Source: an optimization exercise on an open RTL-to-GDS flow (aim: small area, a short achievable clock period and few clock cycles per item). Production flows keep margins and buffers that such runs may drop.
At most, simulation tests tie the RTL to the original design; equivalence was not proved.
For runs 2 to 4, only the layout was checked, not whether the RTL still works.
No activity file was given, so power comes from the tool's default toggle rates.

<file path="flow/design.v">
`default_nettype none
module pvq_issue #(
    parameter int unsigned MAX_WORDS_LOG2 = 10
) (
    input  wire logic         i_clk,
    input  wire logic         i_rst_n,
    input  wire logic         i_two_bpp,
    input  wire logic         i_valid,
    input  wire logic [275:0] i_in_word,
    output logic              o_stall,
    input  wire logic         i_adv,
    input  wire logic         i_s3_valid,
    input  wire logic         i_out_valid,
    output logic              o_issue,
    output logic [127:0]      o_cols,
    output logic [19:0]       o_pos,
    output logic [7:0]        o_codes,
    output logic [3:0]        o_sel4,
    output logic              o_punch,
    output logic              o_first,
    output logic              o_row0,
    output logic              o_last,
    output logic [9:0]        o_quad_x,
    output logic [9:0]        o_quad_y
);
    function automatic logic [3:0] f_rep(input logic [1:0] code);
        logic [3:0] res;
        case (code)
            2'd0:    res = 4'd0;
            2'd1:    res = 4'd3;
            2'd2:    res = 4'd5;
            default: res = 4'd8;
        endcase
        f_rep = res;
    endfunction
    function automatic logic [3:0] f_punch(input logic [1:0] code);
        logic [3:0] res;
        case (code)
            2'd0:    res = 4'd0;
            2'd1:    res = 4'd4;
            2'd2:    res = 4'd14;
            default: res = 4'd8;
        endcase
        f_punch = res;
    endfunction
    function automatic logic [1:0] f_code2(input logic [127:0] mods,
                                           input logic [127:0] cols,
                                           input logic [2:0] r,
                                           input logic [3:0] c);
        logic [1:0]  w;
        logic [31:0] b;
        logic [31:0] t;
        logic [3:0]  k;
        logic [4:0]  bi;
        logic [1:0]  res;
        w  = {r[2], c[3]};
        b  = mods[{w, 5'd0} +: 32];
        t  = b;
        k  = {r[1:0], c[2:1]};
        bi = {r[1:0], c[2:0]};
        if (cols[{w, 5'd0}]) begin
            t[20] = b[0] ? b[21] : b[20];
            t[0]  = b[1];
            if (r[0] == c[0]) begin
                res = t[{k, 1'b0} +: 2];
            end else begin
                res = 2'd0;
            end
        end else begin
            res = b[bi] ? 2'd3 : 2'd0;
        end
        f_code2 = res;
    endfunction
    localparam logic [127:0] MOD_USED = 128'h001f1f3f00f0fcf91f3f0f01fcf8f001;
    localparam int NPOS = 3;
    logic            r_busy, n_busy, r_stall, r_take, n_out_valid;
    logic [4:0]      n_pos0;
    logic [4:0]      r_pos [NPOS];
    logic [2:0]      r_xe, xa, xb;
    logic [1:0]      r_y, ya, yb, x4, y4;
    logic [275:0]    r_quad;
    logic            two, last_pix, issue, accept;
    logic [127:0]    mods, cols;
    logic [1:0]      q_c [32];
    logic [1:0]      q_u [16];
    logic [1:0]      q_d [16];
    logic [1:0]      q_l [16];
    logic [1:0]      q_r [16];
    logic [1:0]      c_c, c_u, c_d, c_l, c_r;
    logic [7:0]      c4s;
    logic [1:0]      md [4];
    logic [1:0]      mode2;
    logic [3:0]      m4;
    logic [1:0]      q4 [16];
    logic [1:0]      code4;
    logic [3:0]      pv4;
    assign two      = i_two_bpp;
    assign last_pix = (r_y == 2'd3) & (r_xe[2:1] == 2'd3) & (r_xe[0] | ~two);
    assign issue    = r_busy & i_adv;
    assign o_stall  = r_stall;
    assign accept   = i_valid & r_take;
    assign o_issue  = issue;
    always_comb begin
        n_busy = r_busy;
        if (accept) begin
            n_busy = 1'b1;
        end else if (issue && last_pix) begin
            n_busy = 1'b0;
        end
    end
    assign {r_y, r_xe} = r_pos[0];
    assign xa = r_pos[0][2:0];
    assign ya = r_pos[0][4:3];
    assign xb = r_pos[0][2:0];
    assign yb = r_pos[0][4:3];
    assign x4 = r_pos[0][2:1];
    assign y4 = r_pos[0][4:3];
    assign mods = {r_quad[83:52],  r_quad[147:116], r_quad[211:180], r_quad[275:244]}
                & MOD_USED;
    assign cols = {r_quad[51:20],  r_quad[115:84],  r_quad[179:148], r_quad[243:212]};
    always_comb begin
        for (int p = 0; p < 32; p++) begin
            q_c[p] = f_code2(mods, cols, 3'(p / 8 + 2), 4'(p % 8 + 4));
        end
        for (int n = 0; n < 16; n++) begin
            q_u[n] = f_code2(mods, cols, 3'(n / 4 + 1), 4'((n % 4) * 2 + 1 - (n / 4) % 2 + 4));
            q_d[n] = f_code2(mods, cols, 3'(n / 4 + 3), 4'((n % 4) * 2 + 1 - (n / 4) % 2 + 4));
            q_l[n] = f_code2(mods, cols, 3'(n / 4 + 2), 4'((n % 4) * 2 + 1 - (n / 4) % 2 + 3));
            q_r[n] = f_code2(mods, cols, 3'(n / 4 + 2), 4'((n % 4) * 2 + 1 - (n / 4) % 2 + 5));
        end
        for (int w = 0; w < 4; w++) begin
            md[w] = cols[32 * w] ? (mods[32 * w] ? (mods[32 * w + 20] ? 2'd3 : 2'd2) : 2'd1)
                                 : 2'd0;
        end
        mode2 = md[{ya[1], xa[2]}];
        c_c   = q_c[{ya, xa}];
        c_u   = q_u[{ya, xa[2:1]}];
        c_d   = q_d[{ya, xa[2:1]}];
        c_l   = q_l[{yb, xb[2:1]}];
        c_r   = q_r[{yb, xb[2:1]}];
        if (mode2 == 2'd0 || xa[0] == ya[0]) begin
            c4s = {c_c, c_c, c_c, c_c};
        end else if (mode2 == 2'd1) begin
            c4s = {c_u, c_d, c_l, c_r};
        end else if (mode2 == 2'd2) begin
            c4s = {c_l, c_r, c_l, c_r};
        end else begin
            c4s = {c_u, c_d, c_u, c_d};
        end
    end
    always_comb begin
        for (int p = 0; p < 16; p++) begin
            q4[p] = mods[((p / 8) * 2 + (p % 4) / 2) * 32 + ((p / 4 + 2) % 4) * 8
                         + ((p % 4 + 2) % 4) * 2 +: 2];
        end
        code4 = q4[{y4, x4}];
        pv4   = cols[{y4[1], x4[1], 5'd0}] ? f_punch(code4) : f_rep(code4);
    end
    always_comb begin
        o_cols = cols;
        o_pos  = {r_pos[2], r_pos[2], r_pos[1], r_pos[1]};
        if (pv4 > 4'd10) begin
            m4      = pv4 - 4'd10;
            o_punch = ~two;
        end else begin
            m4      = pv4;
            o_punch = 1'b0;
        end
        o_codes  = c4s;
        o_sel4   = {m4[3], m4[3] | m4[2], m4[3] | m4[1], m4[3] | m4[0]};
        o_first  = (r_xe == 3'd0) & (r_y == 2'd0);
        o_row0   = (r_xe == 3'd0);
        o_last   = last_pix;
        o_quad_x = r_quad[19:10];
        o_quad_y = r_quad[9:0];
    end
    assign n_pos0      = r_take ? 5'd0 : (issue ? r_pos[0] + (two ? 5'd1 : 5'd2) : r_pos[0]);
    assign n_out_valid = i_adv ? i_s3_valid : i_out_valid;
    always_ff @(posedge i_clk) begin
        if (!i_rst_n) begin
            r_busy  <= 1'b0;
            r_stall <= 1'b0;
            r_take  <= 1'b1;
        end else begin
            r_busy  <= n_busy;
            r_stall <= n_busy & ~((n_pos0[4:1] == 4'hf) & (n_pos0[0] | ~two) & ~n_out_valid);
            r_take  <= ~n_busy | ((n_pos0[4:1] == 4'hf) & (n_pos0[0] | ~two) & ~n_out_valid);
        end
    end
    always_ff @(posedge i_clk) begin
        for (int k = 0; k < NPOS; k++) begin
            if (!i_rst_n || r_take) begin
                r_pos[k] <= 5'd0;
            end else if (issue) begin
                r_pos[k] <= r_pos[k] + (two ? 5'd1 : 5'd2);
            end
        end
    end
    always_ff @(posedge i_clk) begin
        if (r_take) begin
            r_quad <= i_in_word;
        end
    end
endmodule
`default_nettype wire
`default_nettype none
module pvq_upscale (
    input  wire logic         i_clk,
    input  wire logic         i_rst_n,
    input  wire logic         i_two_bpp,
    input  wire logic         i_adv,
    input  wire logic         i_issue,
    input  wire logic [127:0] i_cols,
    input  wire logic [19:0]  i_pos,
    input  wire logic [7:0]   i_codes,
    input  wire logic [3:0]   i_sel4,
    input  wire logic         i_punch,
    input  wire logic         i_first,
    input  wire logic         i_row0,
    input  wire logic         i_last,
    output logic              o_s2_valid,
    output logic [38:0]       o_s2_va,
    output logic [38:0]       o_s2_vb,
    output logic [3:0]        o_s2_sel,
    output logic              o_s2_punch,
    output logic              o_s2_first,
    output logic              o_s2_row0,
    output logic              o_s2_last
);
    function automatic logic [19:0] f_col_a(input logic [31:0] c);
        logic [19:0] res;
        if (c[15]) begin
            res[4:0]   = c[14:10];
            res[9:5]   = c[9:5];
            res[14:10] = {c[4:1], c[4]};
            res[19:15] = 5'd15;
        end else begin
            res[4:0]   = {c[11:8], c[11]};
            res[9:5]   = {c[7:4], c[7]};
            res[14:10] = {c[3:1], c[3:2]};
            res[19:15] = {1'b0, c[14:12], 1'b0};
        end
        f_col_a = res;
    endfunction
    function automatic logic [19:0] f_col_b(input logic [31:0] c);
        logic [19:0] res;
        if (c[31]) begin
            res[4:0]   = c[30:26];
            res[9:5]   = c[25:21];
            res[14:10] = c[20:16];
            res[19:15] = 5'd15;
        end else begin
            res[4:0]   = {c[27:24], c[27]};
            res[9:5]   = {c[23:20], c[23]};
            res[14:10] = {c[19:16], c[19]};
            res[19:15] = {1'b0, c[30:28], 1'b0};
        end
        f_col_b = res;
    endfunction
    localparam logic [1023:0] SEL2_TAB = 1024'hf776776576656554776576556554554376656554654454436554554354434332776576556554554376556554554354336554554354434332554354334332332176656554654454436554554354434332654454434432432254434332432232216554554354434332554354334332332154434332432232214332332132212110;
    function automatic logic [6:0] f_down(input logic [4:0] c0, input logic [4:0] c2,
                                          input logic [1:0] y);
        f_down = {1'b0, (y[1] ? c2 : c0), 1'b0} + {2'b0, (y[0] ? c2 : c0)} + {2'b0, c0};
    endfunction
    function automatic logic [9:0] f_across(input logic [6:0] l, input logic [6:0] r,
                                            input logic [2:0] x);
        f_across = {1'b0, (x[2] ? r : l), 2'b0} + {2'b0, (x[1] ? r : l), 1'b0}
                 + {3'b0, (x[0] ? r : l)} + {3'b0, l};
    endfunction
    logic [79:0] dca, dcb;
    logic [6:0]  n_la [4];
    logic [6:0]  n_ra [4];
    logic [6:0]  n_lb [4];
    logic [6:0]  n_rb [4];
    logic [38:0] n_va, n_vb;
    logic [9:0]  t_a, t_b;
    logic        r_s1_valid, r_s2_valid;
    logic [6:0]  s1_la [4];
    logic [6:0]  s1_ra [4];
    logic [6:0]  s1_lb [4];
    logic [6:0]  s1_rb [4];
    logic [2:0]  s1_x [4];
    logic [7:0]  s1_codes;
    logic [3:0]  s1_sel4;
    logic        s1_punch, s1_first, s1_row0, s1_last;
    always_comb begin
        for (int w = 0; w < 4; w++) begin
            dca[20*w +: 20] = f_col_a(i_cols[32*w +: 32]);
            dcb[20*w +: 20] = f_col_b(i_cols[32*w +: 32]);
        end
        for (int ch = 0; ch < 4; ch++) begin
            n_la[ch] = f_down(dca[5*ch +: 5], dca[40 + 5*ch +: 5], i_pos[5*ch + 3 +: 2]);
            n_ra[ch] = f_down(dca[20 + 5*ch +: 5], dca[60 + 5*ch +: 5], i_pos[5*ch + 3 +: 2]);
            n_lb[ch] = f_down(dcb[5*ch +: 5], dcb[40 + 5*ch +: 5], i_pos[5*ch + 3 +: 2]);
            n_rb[ch] = f_down(dcb[20 + 5*ch +: 5], dcb[60 + 5*ch +: 5], i_pos[5*ch + 3 +: 2]);
        end
    end
    always_ff @(posedge i_clk) begin
        if (i_adv) begin
            for (int ch = 0; ch < 4; ch++) begin
                if (ch < 3) begin
                    s1_la[ch] <= n_la[ch];
                    s1_ra[ch] <= n_ra[ch];
                    s1_lb[ch] <= n_lb[ch];
                    s1_rb[ch] <= n_rb[ch];
                end else begin
                    s1_la[ch] <= {1'b0, n_la[ch][5:0]};
                    s1_ra[ch] <= {1'b0, n_ra[ch][5:0]};
                    s1_lb[ch] <= {1'b0, n_lb[ch][5:0]};
                    s1_rb[ch] <= {1'b0, n_rb[ch][5:0]};
                end
                s1_x[ch] <= i_pos[5*ch +: 3];
            end
            s1_codes <= i_codes;
            s1_sel4  <= i_sel4;
            s1_punch <= i_punch;
            s1_first <= i_first;
            s1_row0  <= i_row0;
            s1_last  <= i_last;
        end
    end
    always_comb begin
        for (int ch = 0; ch < 4; ch++) begin
            t_a = f_across(s1_la[ch], s1_ra[ch], s1_x[ch]);
            t_b = f_across(s1_lb[ch], s1_rb[ch], s1_x[ch]);
            if (ch < 3) begin
                n_va[10*ch +: 10] = t_a;
                n_vb[10*ch +: 10] = t_b;
            end else begin
                n_va[38:30] = t_a[8:0];
                n_vb[38:30] = t_b[8:0];
            end
        end
    end
    always_ff @(posedge i_clk) begin
        if (i_adv) begin
            o_s2_va    <= n_va;
            o_s2_vb    <= n_vb;
            o_s2_sel   <= i_two_bpp ? SEL2_TAB[{s1_codes, 2'b00} +: 4] : s1_sel4;
            o_s2_punch <= s1_punch;
            o_s2_first <= s1_first;
            o_s2_row0  <= s1_row0;
            o_s2_last  <= s1_last;
        end
    end
    always_ff @(posedge i_clk) begin
        if (!i_rst_n) begin
            r_s1_valid <= 1'b0;
            r_s2_valid <= 1'b0;
        end else if (i_adv) begin
            r_s1_valid <= i_issue;
            r_s2_valid <= r_s1_valid;
        end
    end
    assign o_s2_valid = r_s2_valid;
endmodule
`default_nettype wire
`default_nettype none
module pvq_blend #(
    parameter int unsigned MAX_WORDS_LOG2 = 10
) (
    input  wire logic        i_clk,
    input  wire logic        i_rst_n,
    input  wire logic        i_two_bpp,
    input  wire logic        i_flip,
    input  wire logic [3:0]  i_across_log2,
    input  wire logic [3:0]  i_down_log2,
    input  wire logic        i_adv,
    input  wire logic        i_s2_valid,
    input  wire logic [38:0] i_va,
    input  wire logic [38:0] i_vb,
    input  wire logic [3:0]  i_sel,
    input  wire logic        i_punch,
    input  wire logic        i_first,
    input  wire logic        i_row0,
    input  wire logic        i_last,
    input  wire logic [9:0]  i_quad_x,
    input  wire logic [9:0]  i_quad_y,
    output logic             o_s3_valid,
    output logic             o_valid,
    output logic             o_empty,
    output logic [57:0]      o_out_word
);
    function automatic logic [7:0] f_scale(input logic [9:0] v, input logic alpha);
        logic [9:0] res;
        res = alpha ? ((v >> 5) + (v >> 1)) : ((v >> 7) + (v >> 2));
        f_scale = res[7:0];
    endfunction
    logic        r_s3_valid, r_valid, r_empty, load;
    logic [31:0] n_a, n_b;
    logic [3:0]  n_sel;
    logic [57:0] n_out;
    logic [31:0] v;
    logic [3:0]  la, ld;
    logic [4:0]  sh_x, sh_y;
    logic [12:0] mask_x, px_prev, px;
    logic [11:0] mask_y, py_prev, py, base_y;
    logic [7:0]  s3_s [4];
    logic [7:0]  s3_c [4];
    logic [3:0]  s3_ci;
    logic        s3_punch, s3_first, s3_row0, s3_last;
    logic [10:0] n_s [4];
    logic [10:0] n_c [4];
    logic [3:0]  n_ci;
    always_comb begin
        for (int ch = 0; ch < 4; ch++) begin
            if (ch < 3) begin
                n_a[8*ch +: 8] = f_scale(i_va[10*ch +: 10], 1'b0);
                n_b[8*ch +: 8] = f_scale(i_vb[10*ch +: 10], 1'b0);
            end else begin
                n_a[8*ch +: 8] = f_scale({1'b0, i_va[38:30]}, 1'b1);
                n_b[8*ch +: 8] = f_scale({1'b0, i_vb[38:30]}, 1'b1);
            end
        end
        n_sel = i_sel;
        for (int ch = 0; ch < 4; ch++) begin
            logic [10:0] o0, o1, o2, o3, t0, t1;
            o0 = {3'b0, (n_sel[3] ? n_b[8*ch +: 8] : n_a[8*ch +: 8])};
            o1 = {3'b0, (n_sel[0] ? n_b[8*ch +: 8] : n_a[8*ch +: 8])};
            o2 = {2'b0, (n_sel[1] ? n_b[8*ch +: 8] : n_a[8*ch +: 8]), 1'b0};
            o3 = {1'b0, (n_sel[2] ? n_b[8*ch +: 8] : n_a[8*ch +: 8]), 2'b0};
            t0 = o0 ^ o1 ^ o2;
            t1 = {(o0[9:0] & o1[9:0]) | (o0[9:0] & o2[9:0]) | (o1[9:0] & o2[9:0]), 1'b0};
            n_s[ch] = t0 ^ t1 ^ o3;
            n_c[ch] = {(t0[9:0] & t1[9:0]) | (t0[9:0] & o3[9:0]) | (t1[9:0] & o3[9:0]), 1'b0};
            n_ci[ch] = (4'(n_s[ch][2:0]) + 4'(n_c[ch][2:0])) >> 3;
        end
    end
    always_ff @(posedge i_clk) begin
        if (i_adv) begin
            for (int ch = 0; ch < 4; ch++) begin
                s3_s[ch] <= n_s[ch][10:3];
                s3_c[ch] <= n_c[ch][10:3];
            end
            s3_ci    <= n_ci;
            s3_punch <= i_punch;
            s3_first <= i_first;
            s3_row0  <= i_row0;
            s3_last  <= i_last;
        end
    end
    always_comb begin
        for (int ch = 0; ch < 4; ch++) begin
            v[8*ch +: 8] = s3_s[ch] + s3_c[ch] + 8'(s3_ci[ch]);
        end
    end
    always_comb begin
        la      = (i_across_log2 > 4'(MAX_WORDS_LOG2)) ? 4'(MAX_WORDS_LOG2) : i_across_log2;
        ld      = (i_down_log2 > 4'(MAX_WORDS_LOG2)) ? 4'(MAX_WORDS_LOG2) : i_down_log2;
        sh_x    = {1'b0, la} + (i_two_bpp ? 5'd3 : 5'd2);
        sh_y    = {1'b0, ld} + 5'd2;
        mask_x  = ~(13'h1fff << sh_x);
        mask_y  = ~(12'hfff << sh_y);
        px_prev = o_out_word[25:13];
        py_prev = o_out_word[12:1];
        base_y  = {i_quad_y, 2'b10} & mask_y;
        if (s3_first) begin
            px = (i_two_bpp ? {i_quad_x, 3'b100} : {1'b0, i_quad_x, 2'b10}) & mask_x;
            py = i_flip ? (mask_y - base_y) : base_y;
        end else if (s3_row0) begin
            px = (px_prev - (i_two_bpp ? 13'd7 : 13'd3)) & mask_x;
            py = (i_flip ? (py_prev - 12'd1) : (py_prev + 12'd1)) & mask_y;
        end else begin
            px = (px_prev + 13'd1) & mask_x;
            py = py_prev;
        end
        n_out[57:50] = v[7:0];
        n_out[49:42] = v[15:8];
        n_out[41:34] = v[23:16];
        n_out[33:26] = s3_punch ? 8'd0 : v[31:24];
        n_out[25:13] = px;
        n_out[12:1]  = py;
        n_out[0]     = s3_last;
    end
    assign load = i_adv & r_s3_valid;
    always_ff @(posedge i_clk) begin
        if (!i_rst_n) begin
            r_s3_valid <= 1'b0;
            r_valid    <= 1'b0;
        end else if (i_adv) begin
            r_s3_valid <= i_s2_valid;
            r_valid    <= r_s3_valid;
        end
    end
    always_ff @(posedge i_clk) begin
        if (load) begin
            o_out_word <= n_out;
        end
    end
    always_ff @(posedge i_clk) begin
        if (!i_rst_n) begin
            r_empty <= 1'b1;
        end else if (i_adv) begin
            r_empty <= ~r_s3_valid;
        end
    end
    assign o_valid    = r_valid;
    assign o_empty    = r_empty;
    assign o_s3_valid = r_s3_valid;
endmodule
`default_nettype wire
`default_nettype none
module pvrtc_quad_decoder_unit #(
    parameter int unsigned MAX_WORDS_LOG2 = 10
) (
    input  wire logic         i_clk,
    input  wire logic         i_rst_n,
    input  wire logic         i_valid,
    input  wire logic [275:0] i_in_word,
    output logic              o_stall,
    output logic              o_valid,
    output logic [57:0]       o_out_word,
    input  wire logic         i_stall,
    input  wire logic         i_cfg_valid,
    output logic              o_cfg_ready,
    input  wire logic [1:0]   i_cfg_index,
    input  wire logic [3:0]   i_cfg_data
);
    logic         r_two_bpp, r_flip;
    logic [3:0]   r_across_log2, r_down_log2;
    logic         adv, issue, out_empty;
    logic [127:0] cols;
    logic [19:0]  pos;
    logic [7:0]   codes;
    logic [3:0]   sel4, s2_sel;
    logic         punch, first, row0, last;
    logic [9:0]   quad_x, quad_y;
    logic         s2_valid, s2_punch, s2_first, s2_row0, s2_last, s3_valid;
    logic [38:0]  s2_va, s2_vb;
    assign o_cfg_ready = 1'b1;
    always_ff @(posedge i_clk) begin
        if (!i_rst_n) begin
            r_two_bpp     <= 1'b0;
            r_flip        <= 1'b0;
            r_across_log2 <= 4'd0;
            r_down_log2   <= 4'd0;
        end else if (i_cfg_valid && o_cfg_ready) begin
            case (i_cfg_index)
                2'd0:    r_two_bpp     <= i_cfg_data[0];
                2'd1:    r_flip        <= i_cfg_data[0];
                2'd2:    r_across_log2 <= i_cfg_data;
                default: r_down_log2   <= i_cfg_data;
            endcase
        end
    end
    assign adv = out_empty | ~i_stall;
    pvq_issue #(
        .MAX_WORDS_LOG2(MAX_WORDS_LOG2)
    ) u_issue (
        .i_clk        (i_clk),
        .i_rst_n      (i_rst_n),
        .i_two_bpp    (r_two_bpp),
        .i_valid      (i_valid),
        .i_in_word    (i_in_word),
        .o_stall      (o_stall),
        .i_adv        (adv),
        .i_s3_valid   (s3_valid),
        .i_out_valid  (~out_empty),
        .o_issue      (issue),
        .o_cols       (cols),
        .o_pos        (pos),
        .o_codes      (codes),
        .o_sel4       (sel4),
        .o_punch      (punch),
        .o_first      (first),
        .o_row0       (row0),
        .o_last       (last),
        .o_quad_x     (quad_x),
        .o_quad_y     (quad_y)
    );
    pvq_upscale u_upscale (
        .i_clk      (i_clk),
        .i_rst_n    (i_rst_n),
        .i_two_bpp  (r_two_bpp),
        .i_adv      (adv),
        .i_issue    (issue),
        .i_cols     (cols),
        .i_pos      (pos),
        .i_codes    (codes),
        .i_sel4     (sel4),
        .i_punch    (punch),
        .i_first    (first),
        .i_row0     (row0),
        .i_last     (last),
        .o_s2_valid (s2_valid),
        .o_s2_va    (s2_va),
        .o_s2_vb    (s2_vb),
        .o_s2_sel   (s2_sel),
        .o_s2_punch (s2_punch),
        .o_s2_first (s2_first),
        .o_s2_row0  (s2_row0),
        .o_s2_last  (s2_last)
    );
    pvq_blend #(
        .MAX_WORDS_LOG2(MAX_WORDS_LOG2)
    ) u_blend (
        .i_clk         (i_clk),
        .i_rst_n       (i_rst_n),
        .i_two_bpp     (r_two_bpp),
        .i_flip        (r_flip),
        .i_across_log2 (r_across_log2),
        .i_down_log2   (r_down_log2),
        .i_adv         (adv),
        .i_s2_valid    (s2_valid),
        .i_va          (s2_va),
        .i_vb          (s2_vb),
        .i_sel         (s2_sel),
        .i_punch       (s2_punch),
        .i_first       (s2_first),
        .i_row0        (s2_row0),
        .i_last        (s2_last),
        .i_quad_x      (quad_x),
        .i_quad_y      (quad_y),
        .o_s3_valid    (s3_valid),
        .o_valid       (o_valid),
        .o_empty       (out_empty),
        .o_out_word    (o_out_word)
    );
endmodule
`default_nettype wire
</file>
<file path="flow/flow/run.sh">
#!/bin/bash
# The standard layout (standard.sh) with three changes to how it is made:
# plain buf_1 cells as the port buffers (buffer_ports otherwise picks delay
# cells); a clock tree of clkbuf_16 in clusters of up to 25 sinks within
# 80 um; and a setup margin for the resizer's timing repair so that it works
# the register-to-register paths below the 10 ns clock.
set -euo pipefail
{
  echo 'export BUFFER_PORTS_ARGS = -buffer_cell sky130_fd_sc_hd__buf_1'
  echo 'export CTS_BUF_LIST = sky130_fd_sc_hd__clkbuf_16'
  echo 'export CTS_CLUSTER_SIZE = 25'
  echo 'export CTS_CLUSTER_DIAMETER = 80'
  echo 'export SETUP_SLACK_MARGIN = 6.3'
} >> config.mk
bash standard.sh > standard.log 2>&1
</file>
<file path="flow/standard.sh">
#!/bin/bash
# synth_recipe.tcl (not shown) runs the flow's synth.tcl, then flattens the netlist and writes it again
# the make line also repeats each setting of config.mk as NAME=value (left out here)
make -C /OpenROAD-flow-scripts/flow DESIGN_CONFIG=/design/flow/config.mk WORK_HOME=/design/flow/orfs CLKGATE_MAP_FILE= SYNTH_SCRIPT=/design/flow/synth_recipe.tcl "${@:-finish}"
</file>
<file path="flow/config.mk">
export PLATFORM = sky130hd
export DESIGN_NAME = pvrtc_quad_decoder_unit
export DESIGN_NICKNAME = pvrtc_quad_decoder_unit
export VERILOG_FILES = /design/flow/design.v
export SDC_FILE = /design/flow/constraint.sdc
export NUM_CORES = 4
export LEC_CHECK = 0
export CAP_MARGIN = 20
export CORE_MARGIN = 2
export CORE_UTILIZATION = 40
export SLEW_MARGIN = 20
export BUFFER_PORTS_ARGS = -buffer_cell sky130_fd_sc_hd__buf_1
export CTS_BUF_LIST = sky130_fd_sc_hd__clkbuf_16
export CTS_CLUSTER_SIZE = 25
export CTS_CLUSTER_DIAMETER = 80
export SETUP_SLACK_MARGIN = 6.3
</file>
<file path="flow/constraint.sdc">
create_clock -name core_clock -period 10.0 [get_ports {i_clk}]
set_input_delay 2.0000 -clock core_clock [delete_from_list [all_inputs] [get_ports {i_clk}]]
set_output_delay 2.0000 -clock core_clock [all_outputs]
set_load 0.01 [all_outputs]
</file>
==> impl_metrics.toml, run 1 <==
[outcome]
outcome = "timing/DRC/antenna clean"

[power_and_ir_drop]
power.leakage_nw = 17.5
vdd_drop_max_mv = 0.265
power-per-cell-area_mw_per_mm2 = 366

[route]
drt_iter0_drc = 1802
drc = 0
routed_wirelength_mm = 92.0
detail-route-antenna-nets = 0
via_per_inst = 5.19
avgRoutedWirePerCell_um = 18.4
num_vias = 25957
detail_route.first_pass.iterations = 5

[setup_path]
cpLargestDelayFamily = "adder cells"
critical-path-top-cell-by-count = "sky130_fd_sc_hd__fa_1"
timing.critical_path.arrival_ns = 3.99
critical_path_class = "reg -> reg"
setup.worst_path.end_class = "flip-flop"
worstPathBufferInverterCount = 3
worstPathCellList = "buf_12 -> mux2_2 -> fa_1 -> fa_1 -> ha_1 -> inv_1 -> fa_1 -> inv_1 -> a21oi_1 -> o21bai_1 -> a21o_1 -> a21oi_1 -> xnor2_1"
biggest_fanout_along_the_worst_timing_path = 12
critical_path_source = "u_upscale.s1_x[2][2]"
crit-reg2reg-launch = "u_upscale.s1_x[2][2]"
critical_path.startpoint_type = "flip-flop"
crit_slowest_cell = "sky130_fd_sc_hd__fa_1"
critPathRequiredTime_ns = 10.36
maximum_single_stage_delay_on_the_critical_path_ns = 0.60

[synth]
postSynthAreaPerCell_um2 = 11.6
yosysWarningCount = 25
async_reset_ff_share_pct = 0
yosys_register_bits = 565
share_of_yosys_cell_area_claimed_by_the_top_area_cell_type_pct = 40.0
mappedNetlistArea_mm2 = 0.0399
synth_enable_flop_cells = 532
post_synth_inst_count = 3458
yosysSeqAreaShare_pct = 41.7
yosys-top-cells-area = "sky130_fd_sc_hd__edfxtp_1, sky130_fd_sc_hd__fa_1, sky130_fd_sc_hd__ha_1"
yosys_most_used_dff = "sky130_fd_sc_hd__edfxtp_1"
synth_nets = 4253
netlist-cell-type-count = 87
synth_area_leader_cell = "sky130_fd_sc_hd__edfxtp_1"

[floorplanning]
die_height_um = 320
top_level_ports = 348
design.core.area_mm2 = 0.0987
placementRows = 115
design.die.area_mm2 = 0.102
effective_utilization_at_floorplan_pct = 40.5
dieWidth_um = 320

[timing]
finClkSkew_ns = 0.0268
tightestPinTransition_ns = 1.07
setup_tns_ns = 0
fin_crit_sh_pct = 36.3
timing.fmax_ghz = 0.276
final-setup-viol-count = 0
fin_worst_hold_slack_ns = 0.405
fin_crit_ns = 3.63
rsz0062_at_grt = "yes"
final_hold_viol_count = 0
worst_slew_margin_rel_pct = 28.8
maxSlewViolCount = 0

[cells_and_area]
top_library_cells_by_usage_in_the_layout_fill_and_taps_aside = "sky130_fd_sc_hd__edfxtp_1, sky130_fd_sc_hd__a21oi_1, sky130_fd_sc_hd__buf_1"
nNetsFinal = 4478
fraction_of_final_layout_cells_with_drive_strength_greater_than_1_pct = 10.3
area_growth_pct = 10.3
most_common_library_cell_in_the_layout_ignoring_fill_and_taps = "sky130_fd_sc_hd__edfxtp_1"
filler_cell_count = 9169

[clock_network]
clock-sinks = 565
post_cts_hold_buffer_count = 0
clk_pin_slew_ns = 0.10
cts_buffer_depth = 3
cts_tree = "yes"
htree_levels = 2
insertion_delay_ns = 0.61
cts_buffers = 41
cts_root_buffer_type = "sky130_fd_sc_hd__clkbuf_16"

[placed_design]
io_buffers = 278
place_hpwl_mm = 69.4
gp_congestion = 0.896

[grt]
total_routing_resource_utilization_after_global_routing_pct = 17.6
grt_pass1_wl_mm = 144
maximum_number_of_pins_on_one_net_before_global_route_repair = 179
grt_antenna_before_repair = 2
grt_pass1_vias = 25442
grt_overflow = 0

[hold_path]
min_path_type = "reg -> reg"
min-delay-start = "u_upscale.s1_row0"

[run]
cap_viol_max_count = 0
[state kept, by name (all words and copies together) (netlist names), 6 cells and up]
register,count
u_blend.o_out_word,58
u_blend.s3_c,28
u_blend.s3_s,28
u_issue.r_pos,15
u_issue.r_quad,208
u_upscale.o_s2_va,32
u_upscale.o_s2_vb,32
u_upscale.s1_codes,8
u_upscale.s1_la,27
u_upscale.s1_lb,27
u_upscale.s1_ra,27
u_upscale.s1_rb,27
u_upscale.s1_x,6
[metal layers]
metal	wire length (µm)	vias up	global-route usage (%)
met3	3730	115	1.82
met1	45700	12422	26.6
met5	13	-	0
met2	40500	541	27.1
li1	-	12877	-
met4	2000	2	4.18
[through the flow]
stage / util [%] / setup slack (ns) / cell area [µm²] / cells / power [mW]
after floorplan: - / 2.58 / 40000 / 3458 / 11.9
after global placement: 42.8 / 5.92 / 42300 / 4908 / 14.1
after detailed placement: 42.8 / 5.89 / 42300 / 4908 / 14.3
after CTS: 44.3 / 6.30 / 43700 / 4981 / 16.2
after global routing: 44.7 / 6.23 / 44100 / 5001 / 17.9
final: 44.7 / 6.37 / 44100 / 5001 / 16.1
[area by class of cell]
type | count | area (µm²) | area share [%]
antenna | 1 | 2.50 | 0.00568
sequential | 565 | 16600 | 37.8
clock buffer | 41 | 1030 | 2.33
clock inverter | 32 | 400 | 0.908
timing repair buffer | 328 | 1640 | 3.71
tap | 1287 | 1610 | 3.65
multi-input combinational | 2517 | 21900 | 49.7
inverter | 230 | 867 | 1.97
[cells by family (layout without fill, tap and decap cells)]
group / Yosys count / in the layout / share of synthesized area [%]
buf+inv: 376 / 631 / 3.77
mux: 382 / 382 / 10.3
simple gates: 709 / 709 / 8.40
fa+ha+maj: 508 / 508 / 20.5
xor+xnor: 197 / 197 / 4.32
flops: 565 / 565 / 41.7
compound gates: 720 / 720 / 11.0
other cells: 1 / 2 / 0.00939
[synthesized netlist by cell type (64+ instances only)]
library cell / n
sky130_fd_sc_hd__clkbuf_1: 100
sky130_fd_sc_hd__edfxtp_1: 532
sky130_fd_sc_hd__o21ai_0: 95
sky130_fd_sc_hd__nor2_1: 255
sky130_fd_sc_hd__xnor2_1: 133
sky130_fd_sc_hd__nand2_1: 207
sky130_fd_sc_hd__a21o_1: 78
sky130_fd_sc_hd__mux2i_1: 175
sky130_fd_sc_hd__xor2_1: 64
sky130_fd_sc_hd__ha_1: 264
sky130_fd_sc_hd__fa_1: 244
sky130_fd_sc_hd__mux2_2: 204
sky130_fd_sc_hd__inv_1: 226
sky130_fd_sc_hd__a21oi_1: 347
sky130_fd_sc_hd__nor2b_1: 71
[worst reg2reg max path, delay by kind of cell, from the launching register on]
kind	cells	cell delay, ns
AOI/OAI and AO/OA	4	0.49
xor gates and xnor gates	1	0.12
adders and majority gates	4	1.70
buffers and inverters	3	0.29
DFF	1	0.40
muxes	1	0.37
[path summary, 6_finish.rpt]
kind	endpoint	slack (ns)	depth (start not counted)
hold reg to reg	u_upscale.o_s2_row0	0.40	0
setup reg to reg	u_upscale.o_s2_vb[38]	6.37	13
setup / recovery	u_upscale.o_s2_vb[38]	6.37	13
hold / removal	u_upscale.o_s2_row0	0.40	0
[timing repair]
action | CTS | global route
endpoints found under the setup margin | 8 | 18
resized for setup | 10 | 18
pin swaps | 0 | 2
buffers inserted | 0 | 12
gates cloned | 0 | 6
[power by group]
group          switching (mW)  total, mW  internal [mW]
clock network           0.988       1.82          0.831
logic                    5.25       9.72           4.47
registers               0.521       4.60           4.08
total                    6.76       16.1           9.38
Testbench counts, summed over its fixed seeds: cycles 38,528, pixels 36,864.
==> run 2, diff against run 1 <==
--- a/flow/design.v
+++ b/flow/design.v
@@ -44,4 +44,7 @@
         f_punch = res;
     endfunction
+    function automatic logic f_last(input logic [4:0] p);
+        f_last = (p[4:1] == 4'hf) & (p[0] | ~i_two_bpp);
+    endfunction
     function automatic logic [1:0] f_code2(input logic [127:0] mods,
                                            input logic [127:0] cols,
@@ -73,7 +76,6 @@
     endfunction
     localparam logic [127:0] MOD_USED = 128'h001f1f3f00f0fcf91f3f0f01fcf8f001;
-    localparam int NPOS = 3;
-    logic            r_busy, n_busy, r_stall, r_take, n_out_valid;
-    logic [4:0]      n_pos0;
+    localparam int NPOS = 7;
+    logic            r_busy, n_busy, r_stall, r_take, n_stall, k_adv, k_hold;
     logic [4:0]      r_pos [NPOS];
     logic [2:0]      r_xe, xa, xb;
@@ -110,10 +112,10 @@
     end
     assign {r_y, r_xe} = r_pos[0];
-    assign xa = r_pos[0][2:0];
-    assign ya = r_pos[0][4:3];
-    assign xb = r_pos[0][2:0];
-    assign yb = r_pos[0][4:3];
-    assign x4 = r_pos[0][2:1];
-    assign y4 = r_pos[0][4:3];
+    assign xa = r_pos[1][2:0];
+    assign ya = r_pos[1][4:3];
+    assign xb = r_pos[2][2:0];
+    assign yb = r_pos[2][4:3];
+    assign x4 = r_pos[2][2:1];
+    assign y4 = r_pos[2][4:3];
     assign mods = {r_quad[83:52],  r_quad[147:116], r_quad[211:180], r_quad[275:244]}
                 & MOD_USED;
@@ -159,5 +161,5 @@
     always_comb begin
         o_cols = cols;
-        o_pos  = {r_pos[2], r_pos[2], r_pos[1], r_pos[1]};
+        o_pos  = {r_pos[6], r_pos[5], r_pos[4], r_pos[3]};
         if (pv4 > 4'd10) begin
             m4      = pv4 - 4'd10;
@@ -175,6 +177,9 @@
         o_quad_y = r_quad[9:0];
     end
-    assign n_pos0      = r_take ? 5'd0 : (issue ? r_pos[0] + (two ? 5'd1 : 5'd2) : r_pos[0]);
-    assign n_out_valid = i_adv ? i_s3_valid : i_out_valid;
+    assign k_adv  = ~r_take & (r_busy ? f_last(r_pos[0] + (two ? 5'd1 : 5'd2)) : f_last(r_pos[0]))
+                  & ~i_s3_valid;
+    assign k_hold = ~r_take & f_last(r_pos[0]) & ~i_out_valid;
+    assign n_stall = i_adv ? (((i_valid & r_take) | (r_busy & ~last_pix)) & ~k_adv)
+                           : (((i_valid & r_take) | r_busy) & ~k_hold);
     always_ff @(posedge i_clk) begin
         if (!i_rst_n) begin
@@ -184,6 +189,6 @@
         end else begin
             r_busy  <= n_busy;
-            r_stall <= n_busy & ~((n_pos0[4:1] == 4'hf) & (n_pos0[0] | ~two) & ~n_out_valid);
-            r_take  <= ~n_busy | ((n_pos0[4:1] == 4'hf) & (n_pos0[0] | ~two) & ~n_out_valid);
+            r_stall <= n_stall;
+            r_take  <= ~n_stall;
         end
     end
--- a/flow/flow/run.sh
+++ b/flow/flow/run.sh
@@ -11,5 +11,5 @@
   echo 'export CTS_CLUSTER_SIZE = 25'
   echo 'export CTS_CLUSTER_DIAMETER = 80'
-  echo 'export SETUP_SLACK_MARGIN = 6.3'
+  echo 'export SETUP_SLACK_MARGIN = 6.5'
 } >> config.mk
 bash standard.sh > standard.log 2>&1
--- a/flow/config.mk
+++ b/flow/config.mk
@@ -14,3 +14,3 @@
 export CTS_CLUSTER_SIZE = 25
 export CTS_CLUSTER_DIAMETER = 80
-export SETUP_SLACK_MARGIN = 6.3
+export SETUP_SLACK_MARGIN = 6.5
==> impl_metrics.toml, run 2 <==
[setup_path]
ff2ff_setup_slack_ns = 6.47
critical_path_source = "u_upscale.s1_x[1][2]"
maximum_single_stage_delay_on_the_critical_path_ns = 0.52
biggest_fanout_along_the_worst_timing_path = 2
cpLargestDelayFamily = "adder cells"
crit-reg2reg-launch = "u_upscale.s1_x[1][2]"
worstPathBufferInverterCount = 3
critical_path_class = "reg -> reg"
crit_slowest_cell = "sky130_fd_sc_hd__fa_1"
setup.worst_path.end_class = "flip-flop"
r2r-end = "u_upscale.o_s2_vb[18]"
critical_path_depth = 13
critical_path.startpoint_type = "flip-flop"
worstPathCellList = "buf_6 -> mux2_2 -> fa_1 -> fa_1 -> ha_2 -> inv_2 -> fa_2 -> inv_2 -> a21o_1 -> a21oi_2 -> o21bai_1 -> a21oi_2 -> xnor2_2"
critPathRequiredTime_ns = 10.39
timing.critical_path.arrival_ns = 3.91
cp-endpoint = "u_upscale.o_s2_vb[18]"
r2r_cells = 13

[floorplanning]
effective_utilization_at_floorplan_pct = 40.2
dieWidth_um = 326
die_height_um = 326
top_level_ports = 348
placementRows = 118
design.die.area_mm2 = 0.106
design.core.area_mm2 = 0.103

[timing]
final-setup-viol-count = 0
maxSlewViolCount = 0
worst_slew_margin_rel_pct = 31.8
setup_tns_ns = 0
tightestPinTransition_ns = 1.02
layout_setup_ws_ns = 6.47
rsz0062_at_grt = "yes"
fin_crit_ns = 3.53
fin_crit_sh_pct = 35.3
fin_worst_hold_slack_ns = 0.433
finClkSkew_ns = 0.0346
final_hold_viol_count = 0
timing.fmax_ghz = 0.283

[cells_and_area]
most_common_library_cell_in_the_layout_ignoring_fill_and_taps = "sky130_fd_sc_hd__edfxtp_1"
core_util_final_pct = 44.7
filler_cell_count = 9650
largest_reg_flops = 208
area.sequential_mm2 = 0.0172
layout_top_registers = "u_issue.r_quad (208), u_blend.o_out_word (58), u_issue.r_pos (35)"
top_library_cells_by_usage_in_the_layout_fill_and_taps_aside = "sky130_fd_sc_hd__edfxtp_1, sky130_fd_sc_hd__a21oi_1, sky130_fd_sc_hd__nor2_1"
area_growth_pct = 11.2
nNetsFinal = 4717
largest_register = "u_issue.r_quad"
fraction_of_final_layout_cells_with_drive_strength_greater_than_1_pct = 11.9
multiInputGateArea_mm2 = 0.0230
antenna_cells_inserted = 0

[synth]
yosys-top-cells-area = "sky130_fd_sc_hd__edfxtp_1, sky130_fd_sc_hd__fa_1, sky130_fd_sc_hd__ha_1"
share_of_yosys_cell_area_claimed_by_the_top_area_cell_type_pct = 39.0
yosys_most_used_dff = "sky130_fd_sc_hd__edfxtp_1"
yosysWarningCount = 25
synth_enable_flop_cells = 538
yosys_register_bits = 591
commonest_cells_in_the_netlist = "sky130_fd_sc_hd__edfxtp_1, sky130_fd_sc_hd__a21oi_1, sky130_fd_sc_hd__nor2_1"
yosys.cell_count.top_type = "sky130_fd_sc_hd__edfxtp_1"
netlist-cell-type-count = 75
postSynthAreaPerCell_um2 = 11.3
synth_area_leader_cell = "sky130_fd_sc_hd__edfxtp_1"
yosysSeqAreaShare_pct = 41.5
post_synth_inst_count = 3653
mappedNetlistArea_mm2 = 0.0415
synth_nets = 4460
async_reset_ff_share_pct = 0

[clock_network]
cts_tree = "yes"
clk_pin_slew_ns = 0.10
cts_root_buffer_type = "sky130_fd_sc_hd__clkbuf_16"
htree_levels = 2
clock-sinks = 591
insertion_delay_ns = 0.63
cts_buffers = 40
post_cts_hold_buffer_count = 0
cts_buffer_depth = 3

[outcome]
outcome = "timing/DRC/antenna clean"

[route]
drc = 0
num_vias = 27667
avgRoutedWirePerCell_um = 17.6
detail_route.first_pass.iterations = 5
routed_wirelength_mm = 93.9
drt_iter0_drc = 1987
detail-route-antenna-nets = 0
via_per_inst = 5.20

[power_and_ir_drop]
power.leakage_nw = 18.1
vdd_drop_max_mv = 0.277
sum_of_internal_switching_and_leakage_power_mw = 16.7
power-per-cell-area_mw_per_mm2 = 362

[grt]
grt_antenna_before_repair = 2
grt_overflow = 0
grt_pass1_wl_mm = 147
maximum_number_of_pins_on_one_net_before_global_route_repair = 157
grt_pass1_vias = 26519
total_routing_resource_utilization_after_global_routing_pct = 17.2

[placed_design]
gp_congestion = 0.891
dpl_worst_slack_ns = 5.82
place_hpwl_mm = 69.9
io_buffers = 278

[run]
cap_viol_max_count = 0

[hold_path]
min_path_type = "reg -> reg"
run 2: layer usage:
| layer | global-route usage (%) | share of wire [%] | wire length [µm] |
|---|---|---|---|
| met1 | 26.4 | 50 | 46600 |
| met2 | 25.7 | 43 | 40200 |
| met3 | 2.18 | 4.9 | 4640 |
| met4 | 4.36 | 2.5 | 2320 |
| met5 | 0 | 0.019 | 18 |
run 2: worst reg2reg max path: cells and delay by family (launching register included):
| family | cells | cell delay, ns |
|---|---|---|
| flops | 1 | 0.43 |
| fa+ha+maj | 4 | 1.58 |
| compound gates | 4 | 0.46 |
| mux | 1 | 0.28 |
| xor+xnor | 1 | 0.31 |
| buf+inv | 3 | 0.24 |
run 2: repair_timing:
action	CTS	global route
resized for setup	6	50
setup buffers	35	29
pin swaps	1	45
endpoints found under the setup margin	35	33
run 2: logic make-up (layout without fill, tap and decap cells):
| group | after synthesis | count (layout) | share of synthesized area (%) |
|---|---|---|---|
| and+or+nand+nor | 797 | 797 | 8.77 |
| AOI/OAI and AO/OA | 760 | 760 | 11.1 |
| DFF | 591 | 591 | 41.5 |
| adders and majority gates | 520 | 520 | 20.2 |
| muxes | 396 | 396 | 10.5 |
| buffers and inverters | 382 | 670 | 3.57 |
| xor gates and xnor gates | 206 | 206 | 4.35 |
| other | 1 | 1 | 0.00905 |
run 2: cell type report:
type                    count  area share [%]
clock buffers              42            2.28
clock inverters            31           0.776
inverters                 225            1.89
multi-input cells        2680            49.8
flip-flops and latches    591            37.4
well taps                1380            3.74
repair buffers            372            4.17
run 2: worst min path at each step:
stage | from | to | depth (start not counted)
after detailed placement | u_upscale.s1_last | u_upscale.o_s2_last | 0
after CTS | u_upscale.s1_last | u_upscale.o_s2_last | 0
after global routing | u_upscale.s1_last | u_upscale.o_s2_last | 0
after floorplan | u_blend.s3_last | u_blend.o_out_word[0] | 0
final | u_upscale.s1_last | u_upscale.o_s2_last | 0
after global placement | u_upscale.o_s2_first | u_blend.s3_first | 0
run 2: through the flow:
stage               std cells  cell area [µm²]
floorplan                3653            41600
global placement         5184            43900
detailed placement       5184            43900
CTS                      5292            45700
global route             5321            46100
finish                   5321            46100
run 2: power by group:
| part | internal [mW] | switching (mW) |
|---|---|---|
| Clock | 0.828 | 0.977 |
| Sequential | 4.18 | 0.508 |
| Combinational | 4.82 | 5.39 |
| Total | 9.83 | 6.88 |
==> run 3, diff against run 2 <==
--- a/flow/flow/run.sh
+++ b/flow/flow/run.sh
@@ -11,5 +11,5 @@
   echo 'export CTS_CLUSTER_SIZE = 25'
   echo 'export CTS_CLUSTER_DIAMETER = 80'
-  echo 'export SETUP_SLACK_MARGIN = 6.5'
+  echo 'export SETUP_SLACK_MARGIN = 6.75'
 } >> config.mk
 bash standard.sh > standard.log 2>&1
--- a/flow/config.mk
+++ b/flow/config.mk
@@ -14,3 +14,3 @@
 export CTS_CLUSTER_SIZE = 25
 export CTS_CLUSTER_DIAMETER = 80
-export SETUP_SLACK_MARGIN = 6.5
+export SETUP_SLACK_MARGIN = 6.75
==> impl_metrics.toml, run 3 <==
[outcome]
outcome = "timing/DRC/antenna clean"

[timing]
final-setup-viol-count = 0
final_hold_viol_count = 0
tightestPinTransition_ns = 1.19
finClkSkew_ns = 0.0357
fin_worst_hold_slack_ns = 0.430
timing.fmax_ghz = 0.285
maxSlewViolCount = 0
fin_crit_ns = 3.51
worst_slew_margin_rel_pct = 19.9
setup_tns_ns = 0
rsz0062_at_grt = "yes"
fin_crit_sh_pct = 35.1
layout_setup_ws_ns = 6.49

[grt]
grt_pass1_wl_mm = 149
grt_util_met3_pct = 2.95
maximum_number_of_pins_on_one_net_before_global_route_repair = 142
grt_antenna_before_repair = 3
grt.busiest_layer = "met2"
grtUsageMet2_pct = 26.6
grtUsageMet1_pct = 25.8
grt_pass1_vias = 26998
grt_overflow = 0
total_routing_resource_utilization_after_global_routing_pct = 17.5

[clock_network]
cts_tree = "yes"
post_cts_hold_buffer_count = 0
cts_root_buffer_type = "sky130_fd_sc_hd__clkbuf_16"
insertion_delay_ns = 0.63
clk_pin_slew_ns = 0.10
cts_buffer_depth = 3
htree_levels = 2
clock-sinks = 591
cts_buffers = 40

[hold_path]
min_path_type = "reg -> reg"

[synth]
netlist-cell-type-count = 75
synth_nets = 4460
share_of_yosys_cell_area_claimed_by_the_top_area_cell_type_pct = 39.0
synth_enable_flop_cells = 538
yosysSeqAreaShare_pct = 41.5
yosys_register_bits = 591
commonest_cells_in_the_netlist = "sky130_fd_sc_hd__edfxtp_1, sky130_fd_sc_hd__a21oi_1, sky130_fd_sc_hd__nor2_1"
synth_area_leader_cell = "sky130_fd_sc_hd__edfxtp_1"
postSynthAreaPerCell_um2 = 11.3
yosys.cell_count.top_type = "sky130_fd_sc_hd__edfxtp_1"
yosys_most_used_dff = "sky130_fd_sc_hd__edfxtp_1"
mappedNetlistArea_mm2 = 0.0415
yosys-top-cells-area = "sky130_fd_sc_hd__edfxtp_1, sky130_fd_sc_hd__fa_1, sky130_fd_sc_hd__ha_1"
yosysWarningCount = 25
post_synth_inst_count = 3653
async_reset_ff_share_pct = 0

[floorplanning]
design.die.area_mm2 = 0.106
design.core.area_mm2 = 0.103
dieWidth_um = 326
effective_utilization_at_floorplan_pct = 40.2
die_height_um = 326
top_level_ports = 348
placementRows = 118

[cells_and_area]
largest_register = "u_issue.r_quad"
finalInstanceArea_mm2 = 0.0472
core_util_final_pct = 45.7
most_common_library_cell_in_the_layout_ignoring_fill_and_taps = "sky130_fd_sc_hd__edfxtp_1"
top_library_cells_by_usage_in_the_layout_fill_and_taps_aside = "sky130_fd_sc_hd__edfxtp_1, sky130_fd_sc_hd__a21oi_1, sky130_fd_sc_hd__nor2_1"
area_growth_pct = 13.8
largest_reg_flops = 208
layout_top_registers = "u_issue.r_quad (208), u_blend.o_out_word (58), u_issue.r_pos (35)"
nNetsFinal = 4787
fraction_of_final_layout_cells_with_drive_strength_greater_than_1_pct = 15.8
filler_cell_count = 9441

[power_and_ir_drop]
switching_component_of_the_power_mw = 7.15
vdd_drop_max_mv = 0.335
power-per-cell-area_mw_per_mm2 = 373
power.leakage_nw = 18.7
share_of_total_power_in_the_clock_network_pct = 10.3
share_comb_of_total_power_pct = 63.1
cell_internal_pwr_mw = 10.5
seqPwrFrac_pct = 26.6
power_switching_share_pct = 40.6

[placed_design]
postPlaceCellArea_mm2 = 0.0440
io_buffers = 278
dpl_worst_slack_ns = 5.32
place_hpwl_mm = 69.7
gp_congestion = 0.900

[route]
num_vias = 27779
via_per_inst = 5.15
avgRoutedWirePerCell_um = 17.6
drt_iter0_drc = 1819
detail_route.first_pass.iterations = 6
detail-route-antenna-nets = 0
drc = 0
routed_wirelength_mm = 95.1

[run]
cap_viol_max_count = 0

[setup_path]
critical_path_class = "reg -> reg"
biggest_fanout_along_the_worst_timing_path = 4
critPathRequiredTime_ns = 10.42
critical_path.startpoint_type = "flip-flop"
setup.worst_path.end_class = "flip-flop"
timing.critical_path.arrival_ns = 3.93
[run 3: cell families (layout without fill, tap and decap cells)]
group	after synthesis	after routing	share of synthesized area, %
AO/OA/AOI/OAI	760	760	11.1
XOR/XNOR	206	206	4.35
flip-flops	591	591	41.5
multiplexers	396	396	10.5
buffers and inverters	382	740	3.57
other	1	2	0.00905
adder cells (fa/ha/maj)	520	520	20.2
AND/OR/NAND/NOR	797	798	8.77
[run 3: power by group through the flow]
| stage | clock network, mW | logic, mW | registers (mW) |
|---|---|---|---|
| floorplan | 0 | 7.64 | 4.54 |
| CTS | 1.88 | 10.4 | 4.68 |
| global placement | 0 | 9.52 | 4.74 |
| global route | 1.96 | 12.7 | 4.76 |
| detailed placement | 0 | 9.73 | 4.75 |
| finish | 1.81 | 11.1 | 4.68 |
[run 3: area by class of cell]
type / count / area, µm² / area share, %
sequential: 591 / 17200 / 36.5
antenna: 1 / 2.50 / 0.00530
multi-input combinational: 2681 / 23400 / 49.6
inverter: 225 / 871 / 1.85
timing repair buffer: 440 / 2550 / 5.40
clock inverter: 32 / 360 / 0.763
tap: 1380 / 1730 / 3.66
clock buffer: 42 / 1050 / 2.23
timing repair inverter: 1 / 16.3 / 0.0345
[run 3: per-layer routing]
metal	up-vias	share of wire, %	wire length [µm]
met5	-	0.0084	8
met4	2	2.3	2200
met3	121	5.1	4810
met2	615	44	41600
met1	13289	49	46400
li1	13752	-	-
[run 3: stage by stage]
step	total power, mW	cells
finish	17.6	5393
global route	19.4	5393
CTS	17.0	5343
detailed placement	14.5	5183
global placement	14.3	5183
floorplan	12.2	3653
[run 3: repair_timing]
item / CTS / global route
endpoints found under the setup margin: 198 / 195
resized for setup: 57 / 95
pin swaps: 37 / 56
endpoints found under the hold margin: 0 / 0
buffers inserted: 85 / 48
cloned: 1 / 1
[run 3: critical path: stages, from the launching register on]
cell and delay (ns):
sky130_fd_sc_hd__edfxtp_1 0.40, sky130_fd_sc_hd__buf_6 0.15, sky130_fd_sc_hd__mux2_2 0.34, sky130_fd_sc_hd__fa_1 0.48, sky130_fd_sc_hd__fa_1 0.52, sky130_fd_sc_hd__ha_2 0.18
sky130_fd_sc_hd__inv_1 0.05, sky130_fd_sc_hd__fa_2 0.34, sky130_fd_sc_hd__inv_1 0.08, sky130_fd_sc_hd__a21o_1 0.12, sky130_fd_sc_hd__a21oi_2 0.08, sky130_fd_sc_hd__o21bai_1 0.20
sky130_fd_sc_hd__a21oi_2 0.10, sky130_fd_sc_hd__xnor2_2 0.26
[run 3: worst paths after layout]
| path | depth (start not counted) | slack [ns] | from | to |
|---|---|---|---|---|
| worst min register to register | 0 | 0.43 | u_blend.s3_last | u_blend.o_out_word[0] |
| worst max register to register | 13 | 6.49 | u_upscale.s1_x[1][1] | u_upscale.o_s2_vb[18] |
| worst min-delay path | 0 | 0.43 | u_blend.s3_last | u_blend.o_out_word[0] |
| worst max-delay path | 13 | 6.49 | u_upscale.s1_x[1][1] | u_upscale.o_s2_vb[18] |
==> run 4, diff against run 3 <==
--- a/flow/design.v
+++ b/flow/design.v
@@ -76,5 +76,5 @@
     endfunction
     localparam logic [127:0] MOD_USED = 128'h001f1f3f00f0fcf91f3f0f01fcf8f001;
-    localparam int NPOS = 7;
+    localparam int NPOS = 3;
     logic            r_busy, n_busy, r_stall, r_take, n_stall, k_adv, k_hold;
     logic [4:0]      r_pos [NPOS];
@@ -112,10 +112,10 @@
     end
     assign {r_y, r_xe} = r_pos[0];
-    assign xa = r_pos[1][2:0];
-    assign ya = r_pos[1][4:3];
-    assign xb = r_pos[2][2:0];
-    assign yb = r_pos[2][4:3];
-    assign x4 = r_pos[2][2:1];
-    assign y4 = r_pos[2][4:3];
+    assign xa = r_pos[0][2:0];
+    assign ya = r_pos[0][4:3];
+    assign xb = r_pos[0][2:0];
+    assign yb = r_pos[0][4:3];
+    assign x4 = r_pos[0][2:1];
+    assign y4 = r_pos[0][4:3];
     assign mods = {r_quad[83:52],  r_quad[147:116], r_quad[211:180], r_quad[275:244]}
                 & MOD_USED;
@@ -161,5 +161,5 @@
     always_comb begin
         o_cols = cols;
-        o_pos  = {r_pos[6], r_pos[5], r_pos[4], r_pos[3]};
+        o_pos  = {r_pos[2], r_pos[2], r_pos[1], r_pos[1]};
         if (pv4 > 4'd10) begin
             m4      = pv4 - 4'd10;
@@ -315,5 +315,5 @@
                     s1_rb[ch] <= {1'b0, n_rb[ch][5:0]};
                 end
-                s1_x[ch] <= i_pos[5*ch +: 3];
+                s1_x[ch] <= (ch % 2 == 1) ? ~i_pos[5*ch +: 3] : i_pos[5*ch +: 3];
             end
             s1_codes <= i_codes;
@@ -327,6 +327,6 @@
     always_comb begin
         for (int ch = 0; ch < 4; ch++) begin
-            t_a = f_across(s1_la[ch], s1_ra[ch], s1_x[ch]);
-            t_b = f_across(s1_lb[ch], s1_rb[ch], s1_x[ch]);
+            t_a = f_across(s1_la[ch], s1_ra[ch], (ch % 2 == 1) ? ~s1_x[ch] : s1_x[ch]);
+            t_b = f_across(s1_lb[ch], s1_rb[ch], (ch % 2 == 1) ? ~s1_x[ch] : s1_x[ch]);
             if (ch < 3) begin
                 n_va[10*ch +: 10] = t_a;
--- a/flow/flow/run.sh
+++ b/flow/flow/run.sh
@@ -11,5 +11,5 @@
   echo 'export CTS_CLUSTER_SIZE = 25'
   echo 'export CTS_CLUSTER_DIAMETER = 80'
-  echo 'export SETUP_SLACK_MARGIN = 6.75'
+  echo 'export SETUP_SLACK_MARGIN = 6.5'
 } >> config.mk
 bash standard.sh > standard.log 2>&1
--- a/flow/config.mk
+++ b/flow/config.mk
@@ -14,3 +14,3 @@
 export CTS_CLUSTER_SIZE = 25
 export CTS_CLUSTER_DIAMETER = 80
-export SETUP_SLACK_MARGIN = 6.75
+export SETUP_SLACK_MARGIN = 6.5
==> impl_metrics.toml, run 4 <==
[synth]
yosys-top-cells-area = "sky130_fd_sc_hd__edfxtp_1, sky130_fd_sc_hd__fa_1, sky130_fd_sc_hd__ha_1"
mappedNetlistArea_mm2 = 0.0402
compound_gate_portion_of_the_synthesized_area_pct = 10.8
synth_enable_flop_cells = 538
muxShareOfSynthArea_pct = 10.6
yosys.area_share.adder_pct = 20.4
yosysWarningCount = 25
yosys_most_used_dff = "sky130_fd_sc_hd__edfxtp_1"
synth_nets = 4275
postSynthAreaPerCell_um2 = 11.6
synth-xor-area-share_pct = 4.33
netlist-cell-type-count = 90
synth_simple_gate_area_share_pct = 8.39
yosys_register_bits = 571
post_synth_inst_count = 3480
async_reset_ff_share_pct = 0
share_of_yosys_cell_area_claimed_by_the_top_area_cell_type_pct = 40.2
commonest_cells_in_the_netlist = "sky130_fd_sc_hd__edfxtp_1, sky130_fd_sc_hd__a21oi_1, sky130_fd_sc_hd__ha_1"
yosysSeqAreaShare_pct = 41.8
largest_family_of_logic_cells_by_synthesized_area = "adder cells"
synth_area_leader_cell = "sky130_fd_sc_hd__edfxtp_1"
yosys.cell_count.top_type = "sky130_fd_sc_hd__edfxtp_1"

[grt]
grt_pass1_wl_mm = 145
grt_antenna_before_repair = 1
maximum_number_of_pins_on_one_net_before_global_route_repair = 158
grt_pass1_vias = 25790
grt_overflow = 0
total_routing_resource_utilization_after_global_routing_pct = 17.8

[setup_path]
worstPathBufferInverterCount = 2
cpLargestDelayFamily = "adder cells"
worstPathCellList = "buf_12 -> buf_4 -> mux2_2 -> fa_1 -> fa_1 -> ha_1 -> a21oi_1 -> o21bai_1 -> a21o_1 -> a21oi_1 -> xnor2_2"
critPathRequiredTime_ns = 10.33
setup.worst_path.end_class = "flip-flop"
critical_path.startpoint_type = "flip-flop"
critical_path_class = "reg -> reg"
timing.critical_path.arrival_ns = 3.91
maximum_single_stage_delay_on_the_critical_path_ns = 0.50
crit_slowest_cell = "sky130_fd_sc_hd__fa_1"
biggest_fanout_along_the_worst_timing_path = 5

[clock_network]
cts_buffer_depth = 3
cts_buffers = 38
insertion_delay_ns = 0.62
htree_levels = 2
clock-sinks = 571
cts_root_buffer_type = "sky130_fd_sc_hd__clkbuf_16"
cts_tree = "yes"
clk_pin_slew_ns = 0.10

[route]
detail-route-antenna-nets = 0
detail_route.first_pass.iterations = 5
drc = 0
via_per_inst = 5.19
routed_wirelength_mm = 92.8
drt_iter0_drc = 1699
avgRoutedWirePerCell_um = 18.3
num_vias = 26325

[cells_and_area]
instances_no_fill = 5069
fraction_of_final_layout_cells_with_drive_strength_greater_than_1_pct = 12.5
filler_cell_count = 9268
antenna_cells_inserted = 0
nNetsFinal = 4537
area_growth_pct = 11.3
top_library_cells_by_usage_in_the_layout_fill_and_taps_aside = "sky130_fd_sc_hd__edfxtp_1, sky130_fd_sc_hd__a21oi_1, sky130_fd_sc_hd__buf_1"
most_common_library_cell_in_the_layout_ignoring_fill_and_taps = "sky130_fd_sc_hd__edfxtp_1"
largest_reg_flops = 208
layout_top_registers = "u_issue.r_quad (208), u_blend.o_out_word (58)"
largest_register = "u_issue.r_quad"

[timing]
timing.fmax_ghz = 0.279
rsz0062_at_grt = "yes"
final_hold_viol_count = 0
maxSlewViolCount = 0
fin_crit_sh_pct = 35.8
finClkSkew_ns = 0.0355
tightestPinTransition_ns = 1.01
setup_tns_ns = 0
worst_slew_margin_rel_pct = 32.4
final-setup-viol-count = 0
fin_crit_ns = 3.58

[hold_path]
min_path_type = "reg -> reg"

[floorplanning]
top_level_ports = 348
design.die.area_mm2 = 0.103
effective_utilization_at_floorplan_pct = 40.3
design.core.area_mm2 = 0.0999
dieWidth_um = 321
die_height_um = 321
placementRows = 116

[outcome]
outcome = "timing/DRC/antenna clean"

[power_and_ir_drop]
vdd_drop_max_mv = 0.295
power-per-cell-area_mw_per_mm2 = 379
power.leakage_nw = 17.8

[placed_design]
io_buffers = 278
gp_congestion = 0.897
place_hpwl_mm = 70.5
numPlacedInstances = 4938

[run]
cap_viol_max_count = 0
run 4: cell types whose count changed in the layout (fill, tap and decap cells not counted), moves of 17 or more:
cell and change:
sky130_fd_sc_hd__buf_4 -57, sky130_fd_sc_hd__nor2_1 -35, sky130_fd_sc_hd__buf_1 +27, sky130_fd_sc_hd__dfxtp_1 -23
sky130_fd_sc_hd__buf_6 -21, sky130_fd_sc_hd__nand2_1 -20, sky130_fd_sc_hd__clkbuf_2 -17
run 4: report_power, final:
| group | internal, mW | switching [mW] |
|---|---|---|
| sequential | 4.10 | 0.496 |
| clock | 0.854 | 0.929 |
| combinational | 4.90 | 5.67 |
| total | 9.86 | 7.10 |
run 4: path summary, 6_finish.rpt:
check | from | endpoint | slack (ns) | depth (start not counted)
max | u_upscale.s1_x[1][1] | u_upscale.o_s2_va[18] | 6.42 | 11
min | u_upscale.o_s2_first | u_blend.s3_first | 0.42 | 0
max reg2reg | u_upscale.s1_x[1][1] | u_upscale.o_s2_va[18] | 6.42 | 11
min reg2reg | u_upscale.o_s2_first | u_blend.s3_first | 0.42 | 0
run 4: worst register-to-register path, cell delays in order, from the launching register on:
cell	delay (ns)
sky130_fd_sc_hd__edfxtp_1	0.38
sky130_fd_sc_hd__buf_12	0.13
sky130_fd_sc_hd__buf_4	0.17
sky130_fd_sc_hd__mux2_2	0.36
sky130_fd_sc_hd__fa_1	0.49
sky130_fd_sc_hd__fa_1	0.50
sky130_fd_sc_hd__ha_1	0.37
sky130_fd_sc_hd__a21oi_1	0.23
sky130_fd_sc_hd__o21bai_1	0.14
sky130_fd_sc_hd__a21o_1	0.17
sky130_fd_sc_hd__a21oi_1	0.22
sky130_fd_sc_hd__xnor2_2	0.14
run 4: area by class of cell:
| cell class | count | area, µm² | share of cell area, % |
|---|---|---|---|
| multi-input cells | 2539 | 22200 | 49.6 |
| repair buffers | 366 | 1880 | 4.19 |
| inverters | 226 | 875 | 1.95 |
| well taps | 1298 | 1620 | 3.63 |
| clock inverters | 28 | 355 | 0.793 |
| flip-flops and latches | 571 | 16800 | 37.6 |
| clock buffers | 41 | 1030 | 2.29 |
run 4: layer usage:
metal | track usage [%] | vias to the layer above | part of all wire, %
met5 | 0 | - | 0
met4 | 4.27 | 0 | 2.2
met3 | 2.58 | 106 | 4.8
met2 | 28.1 | 548 | 45
met1 | 25.9 | 12652 | 48
li1 | - | 13019 | -
run 4: repair_timing:
action / in CTS / in global routing
endpoints found under the hold margin: 0 / 0
hold buffers: 0 / 0
gates cloned: 0 / 1
setup endpoints to repair: 31 / 31
buffers inserted: 39 / 22
pin swaps: 5 / 55
resized for setup: 11 / 57
run 4: logic make-up (layout without fill, tap and decap cells):
kind of cell / count (synthesis) / after routing
buf+inv: 370 / 661
flops: 571 / 571
simple gates: 719 / 719
fa+ha+maj: 508 / 508
other cells: 1 / 1
compound gates: 721 / 721
mux: 391 / 391
xor+xnor: 199 / 199
run 4: through the flow:
step	utilization (%)	hold slack [ns]	cell area, µm²	setup WS (ns)	power, mW
CTS	44.4	0.422	44300	6.38	16.5
floorplan	-	0.400	40300	6.20	11.9
global placement	42.6	0.401	42500	5.98	14.2
global route	44.9	0.429	44800	6.28	18.7
finish	44.9	0.425	44800	6.42	17.0
detailed placement	42.6	0.405	42500	5.93	14.5

[afterwards: timing with drivers on the ports]
How much do the figures lean on ideal ports? The routed layouts below were timed once more, with nothing changed but the port constraints.
Step 1 (the two cells are an assumption about what drives the block):
set clk [get_ports {i_clk}]
set_driving_cell -lib_cell sky130_fd_sc_hd__clkbuf_16 $clk
set_driving_cell -lib_cell sky130_fd_sc_hd__buf_2 [delete_from_list [all_inputs] $clk]
Step 2 times the ports against the registers' clock, not the clock port: input delays grow and output delays shrink by t, the midpoint of the rising clock arrivals with the driver on.
Three values: no drivers, after step 1, after step 2; two values: the first two.
run	t (ns)	setup WS [ns]	hold slack, ns	slew at the worst register clock pin (ns)	pins driven straight from the clock port
run 1	0.657	6.371 / 6.371 / 5.960	0.405 / 0.405 / 0.405	0.10 / 0.10	1
run 2	0.675	6.472 / 6.472 / 6.045	0.433 / 0.433 / 0.433	0.10 / 0.10	1
run 3	0.685	6.488 / 6.488 / 6.221	0.430 / 0.430 / 0.430	0.10 / 0.10	1
run 4	0.663	6.420 / 6.420 / 6.118	0.425 / 0.425 / 0.425	0.10 / 0.10	1
After both steps setup and hold are still met in every run listed. The setup slack of run 2, which loses most, moves by 0.000 ns with the drivers and by -0.427 ns with both steps.
